Context: an optimization exercise on an open-source flow, tuned for small area, a short achievable clock period and few clock cycles per item. The choices shown serve that exercise and are no tape-out recipe. In this exercise RTL edits were held to simulation tests only and were not proved equivalent to the original. Power figures rest on the tool's default switching activity, not on a simulated workload.

==> flow/design.v, too long to show whole: its modules and the start of the top module <==
// module fltr_sched: 1798 lines
// module fltr_pg: 5 lines
// module fltr_fa: 4 lines
// module fltr_ha: 4 lines
module fltr_sched #(
   parameter int unsigned NCH  = 4,
   parameter int unsigned TAPS = 4,
   parameter int unsigned DW   = 16,
   parameter int unsigned CW   = 16,
   parameter int unsigned OW   = 32
) (
   input  logic                     clk,
   input  logic                     rst_n,
   input  logic [NCH-1:0]           req_vld,
   input  logic [NCH*DW-1:0]        req_data,
   output logic [NCH-1:0]           req_rdy,
   input  logic                     cfg_we,
   input  logic [$clog2(TAPS)-1:0]  cfg_addr,
   input  logic [CW-1:0]            cfg_coef,
   output logic                     cfg_busy,
   output logic                     out_vld,
   input  logic                     out_rdy,
   output logic [$clog2(NCH)-1:0]   out_ch,
   output logic [OW-1:0]            out_data
);
  // ...
==> flow/flow/run.sh <==
#!/bin/bash
# Standard synthesis (bash standard.sh synth) and the standard layout, with a larger
# setup slack margin for ORFS's repair_timing steps so the layout is optimised beyond the
# 11 ns constraint. Logs: synth.log, layout.log (ORFS's per-step logs are under orfs/logs).
set -uo pipefail
MARGIN=6.0
bash standard.sh synth > synth.log 2>&1 || { tail -50 synth.log; exit 1; }
bash standard.sh SETUP_SLACK_MARGIN=$MARGIN "BUFFER_PORTS_ARGS=-buffer_cell sky130_fd_sc_hd__buf_4" finish > layout.log 2>&1 || { tail -50 layout.log; exit 1; }
==> flow/standard.sh <==
#!/bin/bash
# synth_recipe.tcl (not shown) runs the flow's synth.tcl, then flattens the netlist and writes it again
# the make line also repeats each setting of config.mk as NAME=value (left out here)
make -C /OpenROAD-flow-scripts/flow DESIGN_CONFIG=/design/flow/config.mk WORK_HOME=/design/flow/orfs CLKGATE_MAP_FILE= SYNTH_SCRIPT=/design/flow/synth_recipe.tcl "${@:-finish}"
==> flow/config.mk <==
export PLATFORM = sky130hd
export DESIGN_NAME = fltr_sched
export DESIGN_NICKNAME = fltr_sched
export VERILOG_FILES = /design/flow/design.v
export SDC_FILE = /design/flow/constraint.sdc
export NUM_CORES = 4
export LEC_CHECK = 0
export CAP_MARGIN = 20
export CORE_MARGIN = 2
export CORE_UTILIZATION = 40
export SLEW_MARGIN = 20
export SYNTH_HIERARCHICAL = 1
export SYNTH_MINIMUM_KEEP_SIZE = 0
==> flow/constraint.sdc <==
create_clock -name core_clock -period 11.0 [get_ports {clk}]
set_input_delay 2.2000 -clock core_clock [delete_from_list [all_inputs] [get_ports {clk}]]
set_output_delay 2.2000 -clock core_clock [all_outputs]
set_load 0.01 [all_outputs]
==> impl_results.md, run 1 <==
* Drt total wl at 138 mm
* First-pass GRT wire length at 200 mm
* Final hold slack at 0.419 ns
* Finished Core Util at 47.5%
* # resized after CTS at 217
* Post-Syn Instances at 3,246
* CP delay by family, top: simple AND/OR/NAND/NOR gates
* Share of cells above drive strength 1 at 23.5%
* Clock-cell share of area at 3.36%
* Hold Startpoint: a_ch_q[1]
* Setup WS post-layout at 5.58 ns
* TritonCTS clock tree: done
* Vias per inst at 6.12
* Status: finished clean
* Stages on the worst setup path at 7
* H-tree levels at 2
* DR WL met3 at 16.7 mm
* Max-Cap Viols at 0
* Pre-CTS setup slack at 4.88 ns
* Final critical-path required period at 5.42 ns
* Met1 Wirelength at 52.3 mm
* Non-CTS inverters at 54
* Critical path class: in2out
* Leak pwr at 17.7 nW
* Top power group: combinational cells
* Core area at 96,700 um^2
* Met1 Use GR at 35.1%
* Overall Global Routing Usage at 27.4%
* Worst Path Buf+Inv at 3
* Largest register FFs at 192
* Post-CTS Setup Bufs at 131
* TritonRoute pass-1 iters at 7
* Number of multi-input logic gates at 2,404
* Largest Register: hist_q
* Worst-Skew Late Latency at 0.61 ns
* Comb. pwr at 11.2 mW
* Nets at 4,050
* Multi-input logic area at 26,300 um^2
* Num CTS Buffers at 47
* Reg2reg path depth at 12
* CTS Sinks at 434
* Synth warnings at 11
* Clock tree buffer depth at 3
Testbench counts, summed over its fixed seeds: cycles 2,064, items 2,048.
==> inputs of run 2 (changes only) <==
--- a/flow/design.v
+++ b/flow/design.v
@@ -14,46 +14,42 @@
    input  logic [$clog2(TAPS)-1:0]  cfg_addr,
    input  logic [CW-1:0]            cfg_coef,
    output logic                     cfg_busy,
    output logic                     out_vld,
    input  logic                     out_rdy,
    output logic [$clog2(NCH)-1:0]   out_ch,
    output logic [OW-1:0]            out_data
 );
-   logic [1:0]        last_q;
    logic [3:0][7:0]   bone, btwo, bneg;    
    logic [3:0][2:0][15:0] hist_q;    
    logic [3:0][1:0]   cnt_q;         
    logic [3:0][15:0]  op_q;          
    logic              a_vld_q;
    logic [1:0]        a_ch_q;
    logic              o_vld_q;
    logic [1:0]        o_ch_q;
    logic [33:0]       o_ra_q, o_rb_q;
-   logic [3:0][3:0] hp;
-   always_comb begin
-      for (int g = 0; g < 4; g++) begin
-         logic seen;
-         hp[g] = '0;
-         seen  = 1'b0;
-         for (int n = 1; n < 4; n++) begin
-            logic [1:0] idx;
-            idx = last_q + 2'(n);
-            if (idx == 2'(g)) seen = 1'b1;
-            if (!seen) hp[g][idx] = 1'b1;
-         end
-      end
-   end
+   logic [15:0] hp_q, hp_d;
+   function automatic logic [15:0] hp_for(input int last);
+      hp_for = '0;
+      for (int g = 0; g < 4; g++)
+         for (int h = 0; h < 4; h++)
+            if (((h - last + 7) % 4) < ((g - last + 7) % 4)) hp_for[4*g+h] = 1'b1;
+   endfunction
    logic [3:0] gnt;
    logic [1:0] gnt_ch;
    always_comb begin
-      for (int g = 0; g < 4; g++) gnt[g] = req_vld[g] && ((req_vld & hp[g]) == 4'b0);
+      for (int g = 0; g < 4; g++) gnt[g] = req_vld[g] && ((req_vld & hp_q[4*g +: 4]) == 4'b0);
       gnt_ch = {gnt[3] | gnt[2], gnt[3] | gnt[1]};
    end
+   always_comb begin
+      hp_d = '0;
+      for (int c = 0; c < 4; c++) if (gnt[c]) hp_d = hp_d | hp_for(c);
+   end
    logic out_move, acc_ok, hs;
    assign out_move = !o_vld_q || out_rdy;
    assign acc_ok   = !a_vld_q || out_move;
    assign hs       = acc_ok && (req_vld != 4'b0);
    assign req_rdy  = acc_ok ? gnt : 4'b0;
    logic [3:0][15:0] op_d;
    always_comb begin
       op_d = '0;
@@ -1753,30 +1749,30 @@
    assign ovf0 = !(s_hi0 == 3'b000 || s_hi0 == 3'b111);
    assign ovf1 = !(s_hi1 == 3'b000 || s_hi1 == 3'b111);
    logic [31:0] sat0, sat1, sat;
    assign sat0 = ovf0 ? {s_hi0[2], {31{!s_hi0[2]}}} : {s_hi0[0], s_lo};
    assign sat1 = ovf1 ? {s_hi1[2], {31{!s_hi1[2]}}} : {s_hi1[0], s_lo};
    assign sat  = cy[31] ? sat1 : sat0;
    always_ff @(posedge clk or negedge rst_n) begin
       if (!rst_n) begin
-         last_q  <= 2'd3;
+         hp_q    <= hp_for(3);
          bone    <= '0;
          btwo    <= '0;
          bneg    <= '0;
          cnt_q   <= '0;
          a_vld_q <= 1'b0;
          o_vld_q <= 1'b0;
       end else begin
          if (cfg_we && !a_vld_q) begin
             bone[cfg_addr] <= wone;
             btwo[cfg_addr] <= wtwo;
             bneg[cfg_addr] <= wneg;
          end
-         if (hs) last_q <= gnt_ch;
+         if (hs) hp_q <= hp_d;
          for (int c = 0; c < 4; c++)
             if (hs && gnt[c] && cnt_q[c] != 2'd3) cnt_q[c] <= cnt_q[c] + 2'd1;
          if (acc_ok) a_vld_q <= hs;
          if (out_move) o_vld_q <= a_vld_q;
       end
    end
    always_ff @(posedge clk) begin
       if (acc_ok) begin
==> flow/flow/run.sh (replaced) <==
#!/bin/bash
# Standard synthesis (bash standard.sh synth) and the standard layout, with a larger
# setup slack margin for ORFS's repair_timing steps so the layout is optimised beyond the
# 11 ns constraint. Logs: synth.log, layout.log (ORFS's per-step logs are under orfs/logs).
set -uo pipefail
MARGIN=6.0
bash standard.sh synth > synth.log 2>&1 || { tail -50 synth.log; exit 1; }
bash standard.sh SETUP_SLACK_MARGIN=$MARGIN "BUFFER_PORTS_ARGS=-buffer_cell sky130_fd_sc_hd__buf_4" REMOVE_ABC_BUFFERS=1 finish > layout.log 2>&1 || { tail -50 layout.log; exit 1; }
==> flow/config.mk (replaced) <==
export PLATFORM = sky130hd
export DESIGN_NAME = fltr_sched
export DESIGN_NICKNAME = fltr_sched
export VERILOG_FILES = /design/flow/design.v
export SDC_FILE = /design/flow/constraint.sdc
export NUM_CORES = 4
export LEC_CHECK = 0
export CAP_MARGIN = 20
export CORE_MARGIN = 2
export CORE_UTILIZATION = 60
export SLEW_MARGIN = 20
export SYNTH_HIERARCHICAL = 1
export SYNTH_MINIMUM_KEEP_SIZE = 0
==> run 2 against run 1 <==
  * Sequential share of layout area is 0.16 points higher
  * Core utilization grew 22 points
  * Flip-flop and latch count rose by 10
  * Critical path type is now reg2out
  * Largest cell class unchanged
  * Clock power about the same
  * Still clean
  * Critical path depth grew 4
  * Fmax rose by 0.12%
==> impl_results.md, run 2 <==
* Status: finished clean (unchanged)
* Largest Register: hist_q (unchanged)
* Max-Cap Viols at 0 (unchanged)
* CP Launch Type: flop (was primary input)
* Vias per inst at 7.39 (was 6.12)
* Synth-to-Final Area Change at 15.9% (was 17.6%)
* Drt total wl at 155 mm (was 138 mm)
* Num CTS Buffers at 46 (was 47)
* Clk root buf: clkbuf_16 (unchanged)
* Cell row count at 95 (was 114)
* Critical path endpoint category: primary output (unchanged)
* Leading cell type in the layout, fill and taps excluded: xnor2_1 (unchanged)
* Setup WS post-layout at 5.59 ns (was 5.58 ns)
* Max VDD drop at 566 uV (was 260 uV)
* Share of cells above drive strength 1 at 23.4% (was 23.5%)
* Worst-path clk slew at 0.07 ns (was 0.06 ns)
* Relative slew slack at 21.3% (was 20.0%)
* WL/cell at 35.6 um (was 29.7 um)
* 1st-iter DRT viols at 4,464 (was 3,516)
* Leak pwr at 18.1 nW (was 17.7 nW)
* Chip width at 263 um (was 317 um)
* Core area at 66,800 um^2 (was 96,700 um^2)
* Via count at 32,200 (was 28,500)
* Max Transition Viols Final at 0 (unchanged)
* Number of global-route vias before repair at 33,300 (was 29,600)
* Starting Density at 60.3% (was 40.4%)
* Nets at 4,135 (was 4,050)
* Pwr dens at 349 nW/um^2 (was 344 nW/um^2)
* Finished Core Util at 69.9% (was 47.5%)
* Initial antenna violation count at 2 (unchanged)
* TritonRoute pass-1 iters at 9 (was 7)
* Pin count of the biggest net entering global routing at 70 (unchanged)
* Die area at 69,300 um^2 (was 100,000 um^2)
* Setup_tns at 0 ns (unchanged)
* Pre-CTS setup slack at 4.94 ns (was 4.88 ns)
* Drt drc at 0 (unchanged)
* Seq. cell area at 12,800 um^2 (was 12,600 um^2)
* Largest register FFs at 192 (unchanged)
* Final setup violation count at 0 (unchanged)
* Overall Global Routing Usage at 44.3% (was 27.4%)
* CTS Sinks at 444 (was 434)
* Post-route ant nets at 0 (unchanged)
* Fmax at 0.185 GHz (about the same)
* RSZ-0062 raised after global routing: yes (unchanged)
* TritonCTS clock tree: done (unchanged)
* Hold Path Class: reg2reg (unchanged)
* Final hold viol count at 0 (unchanged)
* Synth warnings at 11 (unchanged)
* Clock tree buffer depth at 3 (unchanged)
* Post-Syn Instances at 3,384 (was 3,246)
* Critical path required time at 8.80 ns (about the same)
* Multi-input logic area at 27,000 um^2 (was 26,300 um^2)
* Synthesized area at 40,300 um^2 (was 39,100 um^2)
* H-tree levels at 2 (unchanged)
* Worst-Skew Late Latency at 0.62 ns (was 0.61 ns)
* Routability cong. at 1.01 (was 0.989)
* Grt total ovfl at 0 (unchanged)
* Layout fillers at 4,674 (was 8,665)
* Post-DP HPWL at 98.6 mm (was 96.3 mm)
* Commonest cells after routing, fill and taps aside: xnor2_1 (526), a22oi_1 (449), fa_1 (391), buf_4 (327), edfxtp_1 (326) (was xnor2_1 (537), a22oi_1 (450), fa_1 (397), buf_4 (341), edfxtp_1 (326))
* Worst slew pin tran at 1.18 ns (was 1.19 ns)
* First-pass GRT wire length at 224 mm (was 200 mm)
* Final critical-path required period at 5.41 ns (was 5.42 ns)
* Syn Area/Cell at 11.9 um^2 (was 12.0 um^2)
* Fin crit share at 49.2% (was 49.3%)
* Die height at 263 um (was 317 um)
* Critical path arrival at 3.21 ns (was 3.22 ns)
* Top Registers: hist_q (192), op_q (64) (unchanged)
* FF-to-FF setup slack at 5.73 ns (was 5.71 ns)
* Critical path class: reg2out (was in2out)
* CP max FO at 8 (was 5)
* Clock Skew at 0.0346 ns (was 0.0233 ns)
* IO Count at 130 (unchanged)
* PortBufs at 129 (unchanged)
## run 2: cell type report
| type | instances | share of cell area (%) |
|---|---|---|
| flip-flops and latches | 444 | 27.5 |
| clock inverters | 23 | 0.538 |
| inverters | 20 | 0.171 |
| repair buffers | 415 | 8.92 |
| clock buffers | 63 | 2.64 |
| diodes | 1 | 0.00536 |
| well taps | 873 | 2.34 |
| multi-input cells | 2512 | 57.9 |
## run 2: worst max-delay path, cell delays in order (launching register included)
cell       delay [ns]
edfxtp_1         0.44
ha_4             0.29
a21o_4           0.23
a21o_1           0.19
a21o_1           0.20
a21o_1           0.19
a21o_4           0.25
mux2i_4          0.19
buf_12           0.16
clkbuf_16        0.17
a21oi_2          0.13
buf_4            0.14
## run 2: worst paths after layout
kind	cells past startpoint	start	end
max	11	o_ra_q[8]	out_data[14]
min	0	a_ch_q[0]	o_ch_q[0]
max reg2reg	12	op_q[12]	o_rb_q[17]
min reg2reg	0	a_ch_q[0]	o_ch_q[0]
max in group asynchronous	2	rst_n	bone[6]
min in group asynchronous	1	rst_n	bneg[25]
## run 2: timing repair
action                     4_1_cts  5_1_grt
buffers inserted               130       40
pin swaps                      109      115
hold buffers                     0        0
setup endpoints to repair       69       68
cloned                          21        2
gates resized for setup        292      129
## run 2: power by group
part | leakage (nW) | switching, mW | internal [mW]
Clock | 0.719 | 0.696 | 0.867
Sequential | 4.60 | 0.287 | 2.79
Combinational | 12.8 | 6.37 | 5.32
## run 2: through the flow
| stage | area [um^2] | power (mW) | hold WS, ns | cells |
|---|---|---|---|---|
| floorplan | 38600 | 9.34 | 0.400 | 2972 |
| global placement | 41500 | 12.8 | 0.424 | 4069 |
| detailed placement | 41500 | 13.1 | 0.407 | 4069 |
| CTS | 45700 | 15.6 | 0.415 | 4306 |
| global route | 46700 | 17.4 | 0.424 | 4350 |
| finish | 46700 | 16.3 | 0.415 | 4351 |
## run 2: routing by layer
metal / up-vias / GRT usage, % / routed length [um]
li1: 12400 / - / -
met1: 16100 / 53.1 / 51400
met2: 2936 / 68.2 / 69600
met3: 804 / 15.0 / 21000
met4: 0 / 30.1 / 12900
met5: - / 0 / 0
Testbench counts of run 2, summed over its fixed seeds: cycles 2,064, items 2,048.

static timing again, ports no longer ideal:
In the flow no input, the clock included, has a driving cell. The finished layouts below were timed again as built, in two steps. Step 1 (the two cells are an assumption about what drives the block):
set clk [get_ports {clk}]
set_driving_cell -lib_cell sky130_fd_sc_hd__clkbuf_16 $clk
set_driving_cell -lib_cell sky130_fd_sc_hd__buf_2 [delete_from_list [all_inputs] $clk]
Step 2 also shifts input and output timing later by t, the mid clock arrival at the registers, as if the neighbouring blocks saw the same clock. a / b / c = no drivers / after step 1 / after step 2; a / b = the first two.
run | t (ns) | setup WS [ns] | hold slack, ns | worst register clock-pin slew, ns
run 1 | 0.667 | 5.580 / 5.534 / 5.534 | 0.419 / 0.419 / 0.419 | 0.07 / 0.07
run 2 | 0.668 | 5.587 / 5.521 / 5.726 | 0.415 / 0.415 / 0.415 | 0.07 / 0.07
After both steps setup and hold are still met in every run listed. For run 1, which loses most, drivers alone change the setup slack by -0.046 ns; drivers and shift together by -0.046 ns.
